What follows belongs to an exercise in optimizing a design on an open flow for a short achievable clock period and few clock cycles; a production flow would make more cautious choices. Only simulation tests tie the RTL to the original design; equivalence was not proved. No activity file was given, so power comes from the tool's default toggle rates.

**design.v**
```verilog
package dcache_pkg;
	typedef logic [10-1:0] addr_t;
	typedef logic [32-1:0] data_t;
	typedef logic [3-1:0] set_t;
	typedef logic [(10 - 3)-1:0] tag_t;
	typedef logic [2-1:0] way_t;
	typedef logic [4-2:0] tree_t;
	typedef logic [2:0] lat_cnt_t;
	typedef enum logic [2:0] {
		IDLE,
		LOOKUP,
		EVICT,
		REFILL,
		FILL_WRITE,
		RESPOND
	} ctrl_state_t;
endpackage
module dcache_top (
	input logic clk,
	input logic rst,
	input logic rd_en,
	input logic wr_en,
	input dcache_pkg::addr_t addr,
	input dcache_pkg::data_t wr_data,
	output dcache_pkg::data_t rd_data,
	output logic busy,
	output logic valid,
	output logic mem_rd_en,
	output logic mem_wr_en,
	output dcache_pkg::addr_t mem_addr,
	output dcache_pkg::data_t mem_wr_data,
	input dcache_pkg::data_t mem_rd_data
);
	localparam int NL = 32;    
	localparam int TW = 7;
	localparam int DW = 32;
	localparam int QD = 8;     
	localparam int QPW = 3;
	localparam int RD = 32;    
	localparam int RPW = 5;
	localparam int IW = 5;     
	logic [NL*TW-1:0] ltag;
	logic [NL-1:0] lval;
	logic [NL-1:0] ldirty;
	logic [NL-1:0] lpend;
	logic [NL*IW-1:0] lpid;
	logic [NL*DW-1:0] ldata;
	logic [8*3-1:0] tree;
	logic b_v;
	logic b_wr;
	logic [9:0] b_addr;
	logic [DW-1:0] b_wdata;
	logic [3:0] b_m4;      
	logic [3:0] b_sval;    
	logic [2:0] b_tree;
	logic [2:0] b_set;
	logic [TW-1:0] b_tag;
	assign b_set = b_addr[2:0];
	assign b_tag = b_addr[9:3];
	logic dist_v;
	logic dist_vd;
	logic dist_act;
	logic [IW-1:0] dist_id;
	logic [DW-1:0] dist_data;
	assign dist_act = dist_v || dist_vd;
	logic [IW-1:0] rid_tail;
	logic [IW-1:0] rid_done;
	logic busy_q;
	logic hit;
	logic [1:0] hway;
	logic free;
	logic [1:0] fway;
	logic [1:0] vway;
	logic [1:0] nway;
	logic [1:0] pick;
	logic [3:0] ndec;
	logic [3:0] wsel;
	logic [7:0] bsdec;
	logic [NL-1:0] sel;
	logic [2:0] next_tree;
	logic [4:0] vl;
	logic wb_cand;
	logic vic_dirty;
	logic miss_rd;
	logic [4*DW-1:0] set_data;
	logic [4*IW-1:0] set_pid;
	logic [3:0] set_pend;
	logic [DW-1:0] hdata;
	logic hpend;
	logic [IW-1:0] hpid;
	logic [DW-1:0] push_data;
	assign hit = |b_m4;
	assign hway = {b_m4[2] | b_m4[3], b_m4[1] | b_m4[3]};
	assign free = ~&b_sval;
	assign fway = !b_sval[0] ? 2'd0 : !b_sval[1] ? 2'd1 : !b_sval[2] ? 2'd2 : 2'd3;
	assign vway = b_tree[0] ? {1'b1, b_tree[2]} : {1'b0, b_tree[1]};
	assign nway = free ? fway : vway;
	assign pick = hit ? hway : nway;
	always_comb begin
		for (int w = 0; w < 4; w++) begin
			ndec[w] = (nway == 2'(w));
			wsel[w] = b_v && (hit ? b_m4[w] : ndec[w]);
		end
		for (int s = 0; s < 8; s++) begin
			bsdec[s] = (b_set == 3'(s));
		end
		for (int i = 0; i < NL; i++) begin
			sel[i] = bsdec[i >> 2] && wsel[i % 4];
		end
	end
	always_comb begin
		next_tree = b_tree;
		if (!pick[1]) begin
			next_tree[0] = 1'b1;
			next_tree[1] = ~pick[0];
		end else begin
			next_tree[0] = 1'b0;
			next_tree[2] = ~pick[0];
		end
	end
	assign vl = {b_set, vway};
	assign wb_cand = !free && ldirty[vl];
	assign vic_dirty = b_v && !hit && wb_cand;
	assign miss_rd = b_v && !b_wr && !hit;
	assign set_data = ldata[b_set*4*DW +: 4*DW];
	assign set_pid = lpid[b_set*4*IW +: 4*IW];
	assign set_pend = lpend[b_set*4 +: 4];
	always_comb begin
		hdata = '0;
		hpid = '0;
		for (int w = 0; w < 4; w++) begin
			if (b_m4[w]) begin
				hdata = hdata | set_data[w*DW +: DW];
				hpid = hpid | set_pid[w*IW +: IW];
			end
		end
		hpend = |(b_m4 & set_pend);
	end
	logic acc;
	logic i_v;
	logic i_wr;
	logic [9:0] i_addr;
	logic [DW-1:0] i_wdata;
	logic [2:0] a_set;
	logic [TW-1:0] a_tag;
	logic [NL-1:0] lm;
	logic [3:0] cur_a;
	logic [3:0] sval_a;
	logic [2:0] tree_a;
	logic same;
	logic tag_ab;
	logic [3:0] fwd;
	logic [3:0] m4_next;
	logic [3:0] sval_next;
	logic [2:0] tree_next;
	assign acc = rst && !busy_q && (rd_en ^ wr_en);
	assign a_set = i_addr[2:0];
	assign a_tag = i_addr[9:3];
	always_comb begin
		for (int i = 0; i < NL; i++) begin
			lm[i] = lval[i] && (ltag[i*TW +: TW] == a_tag);
		end
		for (int w = 0; w < 4; w++) begin
			cur_a[w] = lm[{a_set, 2'(w)}];
			sval_a[w] = lval[{a_set, 2'(w)}];
		end
		tree_a = tree[a_set*3 +: 3];
	end
	assign same = b_v && (b_set == a_set);
	assign tag_ab = (b_tag == a_tag);
	always_comb begin
		for (int w = 0; w < 4; w++) begin
			fwd[w] = same && wsel[w];
			m4_next[w] = fwd[w] ? tag_ab : cur_a[w];
			sval_next[w] = sval_a[w] | fwd[w];
		end
		tree_next = same ? next_tree : tree_a;
	end
	always_ff @(posedge clk) begin
		if (!rst) begin
			i_v <= 1'b0;
			b_v <= 1'b0;
		end else begin
			i_v <= acc;
			b_v <= i_v;
		end
		i_wr <= wr_en;
		i_addr <= addr;
		i_wdata <= wr_data;
		b_wr <= i_wr;
		b_addr <= i_addr;
		b_wdata <= i_wdata;
		b_m4 <= m4_next;
		b_sval <= sval_next;
		b_tree <= tree_next;
	end
	logic c_wr;
	logic [2:0] c_set;
	logic [3:0] c_way;
	logic [DW-1:0] c_wdata;
	logic c_fwd;
	always_ff @(posedge clk) begin
		if (!rst) begin
			c_wr <= 1'b0;
		end else begin
			c_wr <= b_v && b_wr;
		end
		c_set <= b_set;
		c_way <= wsel;
		c_wdata <= b_wdata;
	end
	assign c_fwd = c_wr && (c_set == b_set) && |(c_way & b_m4);
	genvar gi;
	generate
		for (gi = 0; gi < NL; gi++) begin : g_line
			logic wr_i;
			logic alloc_i;
			logic fill_i;
			logic cw_i;
			assign wr_i = sel[gi] && b_wr;
			assign cw_i = c_wr && (c_set == 3'(gi >> 2)) && c_way[gi % 4];
			assign alloc_i = sel[gi] && !b_wr && !hit;
			assign fill_i = dist_act && lpend[gi] && (lpid[gi*IW +: IW] == dist_id);
			always_ff @(posedge clk) begin
				if (!rst) begin
					lval[gi] <= 1'b0;
					lpend[gi] <= 1'b0;
				end else begin
					if (sel[gi]) begin
						lval[gi] <= 1'b1;
					end
					if (wr_i) begin
						lpend[gi] <= 1'b0;
					end else if (alloc_i) begin
						lpend[gi] <= 1'b1;
					end else if (fill_i) begin
						lpend[gi] <= 1'b0;
					end
				end
			end
			always_ff @(posedge clk) begin
				if (sel[gi]) begin
					ltag[gi*TW +: TW] <= b_tag;
				end
				if (wr_i) begin
					ldirty[gi] <= 1'b1;
				end else if (alloc_i) begin
					ldirty[gi] <= 1'b0;
				end
				if (alloc_i) begin
					lpid[gi*IW +: IW] <= rid_tail;
				end
				if (cw_i) begin
					ldata[gi*DW +: DW] <= c_wdata;
				end else if (fill_i) begin
					ldata[gi*DW +: DW] <= dist_data;
				end
			end
		end
	endgenerate
	always_ff @(posedge clk) begin
		if (!rst) begin
			tree <= '0;
		end else if (b_v) begin
			tree[b_set*3 +: 3] <= next_tree;
		end
	end
	logic [QD-1:0] mq_hwb;
	logic [QD-1:0] mq_hrd;
	logic [QD*10-1:0] mq_wbaddr;
	logic [QD*DW-1:0] mq_wbdata;
	logic [QD*10-1:0] mq_rdaddr;
	logic [QPW-1:0] mq_hp;
	logic [QPW-1:0] mq_tp;
	logic [QPW:0] mq_cnt;
	logic m_rd;
	logic m_wr;
	logic [2:0] m_cnt;
	logic [9:0] m_addr;
	logic [DW-1:0] m_wdata;
	logic rdp;
	logic [9:0] rdp_addr;
	logic m_free;
	logic from_q;
	logic bypass;
	logic need;
	logic push;
	logic pop_q;
	logic [9:0] wb_addr;
	logic [DW-1:0] wb_data;
	logic h_wb;
	logic h_rd;
	logic [9:0] h_wbaddr;
	logic [DW-1:0] h_wbdata;
	logic [9:0] h_rdaddr;
	assign wb_addr = {ltag[vl*TW +: TW], b_set};
	assign wb_data = ldata[vl*DW +: DW];
	assign h_wb = mq_hwb[mq_hp];
	assign h_rd = mq_hrd[mq_hp];
	assign h_wbaddr = mq_wbaddr[mq_hp*10 +: 10];
	assign h_wbdata = mq_wbdata[mq_hp*DW +: DW];
	assign h_rdaddr = mq_rdaddr[mq_hp*10 +: 10];
	assign m_free = !(m_rd || m_wr) || (m_cnt == 3'd4);
	assign from_q = (mq_cnt != 0);
	assign need = vic_dirty || miss_rd;
	assign bypass = m_free && !rdp && !from_q;
	assign push = need && !bypass;
	assign pop_q = m_free && !rdp && from_q;
	always_ff @(posedge clk) begin
		if (!rst) begin
			m_rd <= 1'b0;
			m_wr <= 1'b0;
			m_cnt <= '0;
			rdp <= 1'b0;
		end else if (m_free) begin
			m_cnt <= '0;
			if (rdp) begin
				m_rd <= 1'b1;
				m_wr <= 1'b0;
				rdp <= 1'b0;
			end else if (from_q) begin
				m_rd <= !h_wb;
				m_wr <= h_wb;
				rdp <= h_wb && h_rd;
			end else begin
				m_rd <= miss_rd && !vic_dirty;
				m_wr <= vic_dirty;
				rdp <= vic_dirty && miss_rd;
			end
		end else begin
			m_cnt <= m_cnt + 3'd1;
		end
	end
	always_ff @(posedge clk) begin
		if (m_free) begin
			if (rdp) begin
				m_addr <= rdp_addr;
			end else if (from_q) begin
				m_addr <= h_wb ? h_wbaddr : h_rdaddr;
				m_wdata <= h_wbdata;
				rdp_addr <= h_rdaddr;
			end else begin
				m_addr <= wb_cand ? wb_addr : b_addr;
				m_wdata <= wb_data;
				rdp_addr <= b_addr;
			end
		end
	end
	always_ff @(posedge clk) begin
		if (!rst) begin
			mq_hp <= '0;
			mq_tp <= '0;
			mq_cnt <= '0;
		end else begin
			mq_hp <= mq_hp + QPW'(pop_q);
			mq_tp <= mq_tp + QPW'(push);
			mq_cnt <= mq_cnt + (QPW+1)'(push) - (QPW+1)'(pop_q);
		end
	end
	generate
		for (gi = 0; gi < QD; gi++) begin : g_mq
			always_ff @(posedge clk) begin
				if ((mq_tp == QPW'(gi)) && (mq_cnt != (QPW+1)'(QD))) begin
					mq_hwb[gi] <= vic_dirty;
					mq_hrd[gi] <= miss_rd;
					mq_wbaddr[gi*10 +: 10] <= wb_addr;
					mq_wbdata[gi*DW +: DW] <= wb_data;
					mq_rdaddr[gi*10 +: 10] <= b_addr;
				end
			end
		end
	endgenerate
	always_ff @(posedge clk) begin
		if (!rst) begin
			dist_v <= 1'b0;
			dist_vd <= 1'b0;
			rid_done <= '0;
			rid_tail <= '0;
		end else begin
			dist_v <= m_rd && (m_cnt == 3'd4);
			dist_vd <= dist_v;
			if (m_rd && (m_cnt == 3'd4)) begin
				rid_done <= rid_done + 1'b1;
			end
			if (miss_rd) begin
				rid_tail <= rid_tail + 1'b1;
			end
		end
		if (m_rd && (m_cnt == 3'd4)) begin
			dist_id <= rid_done;
			dist_data <= mem_rd_data;
		end
	end
	logic [RD-1:0] rq_val;
	logic [RD-1:0] rq_rdy;
	logic [RD*DW-1:0] rq_data;
	logic [RD*IW-1:0] rq_id;
	logic [RD-1:0] rq_hp;
	logic [RPW-1:0] rq_tp;
	logic [RPW:0] rq_cnt;
	logic pop;
	logic push_rdy;
	logic [IW-1:0] push_id;
	logic valid_q;
	logic [DW-1:0] rdata_q;
	logic [DW-1:0] head_data;
	assign push_rdy = b_wr || (hit && !hpend);
	assign push_id = hit ? hpid : rid_tail;
	assign push_data = c_fwd ? c_wdata : hdata;
	assign pop = |(rq_rdy & rq_hp);
	always_comb begin
		head_data = '0;
		for (int j = 0; j < RD; j++) begin
			if (rq_hp[j]) begin
				head_data = head_data | rq_data[j*DW +: DW];
			end
		end
	end
	generate
		for (gi = 0; gi < RD; gi++) begin : g_resp
			logic push_j;
			logic pop_j;
			logic fill_j;
			assign push_j = b_v && (rq_tp == RPW'(gi));
			assign pop_j = rq_hp[gi] && rq_rdy[gi];
			assign fill_j = dist_act && rq_val[gi] && !rq_rdy[gi] && (rq_id[gi*IW +: IW] == dist_id);
			always_ff @(posedge clk) begin
				if (!rst) begin
					rq_val[gi] <= 1'b0;
					rq_rdy[gi] <= 1'b0;
				end else if (push_j) begin
					rq_val[gi] <= 1'b1;
					rq_rdy[gi] <= push_rdy;
				end else if (pop_j) begin
					rq_val[gi] <= 1'b0;
					rq_rdy[gi] <= 1'b0;
				end else if (fill_j) begin
					rq_rdy[gi] <= 1'b1;
				end
			end
			always_ff @(posedge clk) begin
				if (push_j) begin
					rq_data[gi*DW +: DW] <= push_data;
					rq_id[gi*IW +: IW] <= push_id;
				end else if (fill_j) begin
					rq_data[gi*DW +: DW] <= dist_data;
				end
			end
		end
	endgenerate
	always_ff @(posedge clk) begin
		if (!rst) begin
			rq_hp <= RD'(1);
			rq_tp <= '0;
			rq_cnt <= '0;
			valid_q <= 1'b0;
			busy_q <= 1'b0;
		end else begin
			if (pop) begin
				rq_hp <= {rq_hp[RD-2:0], rq_hp[RD-1]};
			end
			rq_tp <= rq_tp + RPW'(b_v);
			rq_cnt <= rq_cnt + (RPW+1)'(b_v) - (RPW+1)'(pop);
			valid_q <= pop;
			busy_q <= ((32'(rq_cnt) + 32'(b_v) + 32'(i_v) + 2) > RD) ||
				((32'(mq_cnt) + 32'(b_v) + 32'(i_v) + 2) > QD);
		end
		rdata_q <= head_data;
	end
	assign busy = busy_q;
	assign valid = valid_q;
	assign rd_data = rdata_q;
	assign mem_rd_en = m_rd;
	assign mem_wr_en = m_wr;
	assign mem_addr = m_addr;
	assign mem_wr_data = m_wdata;
endmodule
```
**run.sh**
```bash
#!/bin/bash
# synth_recipe.tcl (not shown) runs the flow's synth.tcl, then flattens the netlist and writes it again
# the make line also repeats each setting of config.mk as NAME=value (left out here)
make -C /OpenROAD-flow-scripts/flow DESIGN_CONFIG=/design/flow/config.mk WORK_HOME=/design/flow/orfs CLKGATE_MAP_FILE= SYNTH_SCRIPT=/design/flow/synth_recipe.tcl finish
```
**config.mk**
```make
export PLATFORM = sky130hd
export DESIGN_NAME = dcache_top
export DESIGN_NICKNAME = dcache_top
export VERILOG_FILES = /design/flow/design.v
export SDC_FILE = /design/flow/constraint.sdc
export NUM_CORES = 4
export LEC_CHECK = 0
export ABC_CLOCK_PERIOD_IN_PS = 3000
export CAP_MARGIN = 20
export CORE_MARGIN = 2
export CORE_UTILIZATION = 40
export SETUP_SLACK_MARGIN = 4.5
export SLEW_MARGIN = 20
export TNS_END_PERCENT = 10
```
**constraint.sdc**
```tcl
create_clock -name core_clock -period 7.5 [get_ports {clk}]
set_input_delay 1.5000 -clock core_clock [delete_from_list [all_inputs] [get_ports {clk}]]
set_output_delay 1.5000 -clock core_clock [all_outputs]
set_load 0.01 [all_outputs]
```
==> flow_results.org <==
** Routing
- The first detailed-routing pass ran for 7 iterations.
- The detail route stage leaves a number of antenna-violating nets equal to 0.
- In this run, the number of DRC markers left after iteration 0 of detailed routing was roughly 22k.
- After detailed routing, the total wire length is 677000 um.
- After detailed routing, the number of vias per cell comes to 6.64.
- In the final routed layout, each cell accounts on average for ~38 um.
- The detailed router placed around 120k vias in this run.
- DRC violation count after routing :: 0

** Placed design
- Routability cong. :: between 0.8 and 0.9
- Half-perimeter wire length of the detailed placement result :: ~320000 um
- Place WS :: around 2700 ps
- Count of input and output buffers :: approximately 160
- Placed inst area :: around 180000 um2

** Worst setup path
- Traced cell by cell, the critical path runs through nand2b_1 -> nor2_1 -> nand2_4 -> nand2_4.
- Cell type group with the largest total delay on the critical path :: simple AND/OR/NAND/NOR gates
- Source of the critical timing path :: c_wr
- Startpoint class of the critical path :: flip-flop
- Arrival time of data at the critical path endpoint :: between 4000 and 5000 ps
- Among the stages of the critical path, the cell type that occurs most often is nand2_4.
- Library cell contributing the largest single delay on the critical path :: nand2_4
- The critical path is of the reg -> reg type.
- Crit path buffers/inverters :: 0
- Data required time of the critical path :: 8090 ps
- Peak fanout along the critical path :: 32
- Worst setup EP type :: flip-flop
- Stage delay of the slowest cell on the critical path :: between 900 and 1000 ps
- In this run the critical register-to-register path is launched from c_wr.

** Timing
- Hold timing on the final database bottoms out at a slack of 322 ps.
- Least-Margin Pin Slew :: approximately 1300 ps
- Total negative slack for setup checks :: 0 ps
- Slew Viols, Final :: 0
- Headroom to the max-slew limit came out at 14.3%.
- The clock period could shrink to 3560 ps.
- Based on the critical path, the design can be clocked at up to roughly 280 MHz.
- RSZ-0062 raised after global routing :: true
- On the final layout, the worst clock skew is slightly above 80 ps.
- In the finished design, the share of the clock period the worst path needs comes to a little under half.
- The number of hold-slack violations in the final timing report was 0.
- Final worst setup slack :: 3940 ps
- Setup-failing EPs final :: 0

** Logic synthesis
- A synthesized cell averages around 14 um2.
- After synthesis the netlist holds a flip-flop and latch count of about 3.5k.
- Fraction of registers with async set/reset :: 0%
- The synthesized design contains between 3k and 4k enable-type register cells.
- Most common flop cell mapped by yosys :: edfxtp_1
- Number of warnings reported in the yosys synthesis log :: 1
- Synthesis produced 12.1k cells.
- The netlist uses approximately 70 different library cells.
- Area of the mapped netlist :: roughly 170000 um2
- The synthesized design devotes to its leading area cell type between 50% and 60% of total area.
- Synthesized net count :: approximately 12k
- Of all cell types, the one taking the most synthesized area is edfxtp_1.
- Sorting the synthesized cells by area gives the leading types as edfxtp_1 55%, mux4_2 10%, mux2_2 7.9%, dfxtp_1 5.1%, nand2_1 3.3%.
- Sequential cells were found to cover around three fifths of the synthesized design area.

** Floorplanning
- Y dimension of the die :: around 650 um
- CORE AREA :: around 420000 um2
- For this configuration, the core starts out at a cell density of 40.2%.
- Placement Rows :: approximately 240
- The die is ~650 um wide.
- During I/O placement, the number of pins put on the boundary was ~160.
- The floorplan step defined a die boundary enclosing about 420000 um2.

** Clock tree
- For this design, the sink count on the clock tree is 3517.
- Total CTS buffers :: roughly 380
- Clock slew at the register clock pins of the worst setup and hold paths :: roughly 60 ps
- Max clock buf depth :: 4
- Clk root buf :: clkbuf_16
- The H-tree generated during clock tree synthesis spans 5 levels.
- TritonCTS built the clock tree.
- The later pin in the worst-skew pair is clocked with a latency of approximately 1000 ps.
- The number of hold buffers added after CTS was 0.

** Power
- Max rail drop VDD :: 195 uV
- LEAKAGE :: 0.0664 uW
- Pwr Density :: between 200 and 250 nW/um2

** Cells and area
- Layout Cell Area excl Fill :: between 150000 and 200000 um2
- Layout net count :: between 10k and 15k
- Most common cell after layout, fill and taps aside :: edfxtp_1
- Highest-count cells in the layout ignoring fill and taps :: 3089 x edfxtp_1, 1371 x nand2_1, 1176 x mux2_2
- Fill cells in the final layout number roughly 35k.
- For this run, the share of the core covered by cells in the final layout is 46.9%.
- Fraction of final layout cells sized beyond drive strength 1 :: roughly 30%
- Compared with the post-synthesis result, the final layout area differs by 16.6%.

** Global route
- For this run the aggregate overflow at the end of global routing stands at 0.
- The initial antenna violation count came to 25.
- Entering global routing, the biggest net connects 146 pins.
- The number of global-route vias before repair was 113k.
- Global routing used between 30% and 40% of the available tracks across all layers.
- The first global-routing pass estimated between 900000 and 1000000 um of wire.

** Flow run
- Across the run, the number of max-cap violations was 0.

** Hold path
- Type of the tightest min-delay check :: reg -> reg
- Hold path startpoint :: b_wdata[22]

** Run status
- Outcome :: timing/DRC/antenna clean
==> metal layers <==
layer / track usage (%) / vias up / wire length [um]
li1: - / 46300 / -
met1: 40.6 / 59600 / 241000
met2: 44.2 / 10600 / 286000
met3: 9.19 / 2211 / 104000
met4: 16.4 / 15 / 45900
met5: 0 / - / 140
==> state kept, by name, summed over array words and instances, names as in the netlist, 56 cells and up <==
signal,cells
mq_rdaddr,56
mq_wbaddr,80
ltag,224
rq_id,160
lpid,160
ldata,1024
mq_wbdata,256
rq_data,1024
==> timing repair <==
item | 4_1_cts | 5_1_grt
resized for setup | 457 | 211
cloned | 87 | 31
endpoints found under the hold margin | 0 | 0
setup endpoints to repair | 4245 | 4393
buffers inserted | 145 | 89
pin swaps | 68 | 66
==> synth_stat cells, types with 27 or more instances <==
cell type / n
a21oi_1: 121
a221oi_1: 102
a22o_1: 91
a22oi_1: 480
and2_1: 27
buf_1: 187
buf_2: 210
buf_4: 33
clkbuf_1: 838
dfxtp_1: 428
edfxtp_1: 3089
ha_1: 39
inv_1: 83
mux2_2: 1185
mux2i_1: 183
mux4_2: 753
nand2_1: 1475
nand3_1: 139
nand4_1: 181
nand4b_1: 32
nor2_1: 241
nor2b_1: 49
nor3_1: 31
nor4_1: 54
o21ai_0: 1062
o21ai_1: 108
or4_1: 32
xnor2_1: 329
xor2_1: 239
==> cell type report <==
type                    instances  area [um2]  area share [%]
well taps                    5497        6880            3.51
flip-flops and latches       3517      101000            51.8
inverters                      85         378           0.193
repair buffers                791        9700            4.96
diodes                         32        80.1          0.0409
repair inverters                1        8.76         0.00448
multi-input cells            7222       64600            33.0
clock inverters               180        1820           0.930
clock buffers                 526       10800            5.51
==> cell families (layout without fill, tap and decap cells) <==
family	count (synthesis)	in the layout	share of synthesized area, %
and+or+nand+nor	2326	2344	6.10
buffers and inverters	1367	1583	3.35
xor gates and xnor gates	568	568	2.96
other	0	32	0
muxes	2121	2121	19.1
DFF	3517	3517	60.4
adders and majority gates	43	43	0.338
AOI/OAI and AO/OA	2119	2146	7.75
==> final timing paths <==
kind / slack [ps] / cells past startpoint / endpoint
hold reg to reg: 320 / 0 / c_wdata[22]
hold / removal: 320 / 0 / c_wdata[22]
setup reg to reg: 3940 / 4 / ldata[868]
setup / recovery: 3940 / 4 / ldata[868]
==> per-stage QoR <==
step                      power [uW]  std cells
after floorplan                24500      12100
after global placement         25800      16800
after detailed placement       25900      16800
after CTS                      45000      17700
after global routing           46200      17800
final                          45100      17900
==> power by group <==
part	leakage, uW	total [uW]	switching [uW]	internal (uW)
registers	0.0316	21900	265	21600
clock network	0.00618	19300	8270	11000
logic	0.0287	3910	2170	1730
total	0.0664	45100	10700	34400
Testbench counts, summed over its fixed seeds: cycles 5,306.

-- separate check: timing with driven ports --
The results above use ideal ports. As a check the final layout listed here was re-extracted and re-timed, cells and wires unchanged.
Step 1 sets driving cells, clkbuf_16 on the clock port and buf_2 on the other inputs (assumed; they add their load-dependent delay and slew).
Step 2 also shifts input and output timing later by t, the mid clock arrival at the registers, as if the neighbouring blocks saw the same clock.
Three values: ideal, step 1, step 2; two values: the first two.
t (ns): 1.115
setup WS [ns]: 3.937 / 3.937 / 3.937
worst hold slack (ns): 0.322 / 0.322 / 0.322
worst setup path after step 2: register to register
After both steps setup and hold are still met in this run. The setup slack of this run moves by 0.000 ns with the drivers and by 0.000 ns with both steps.
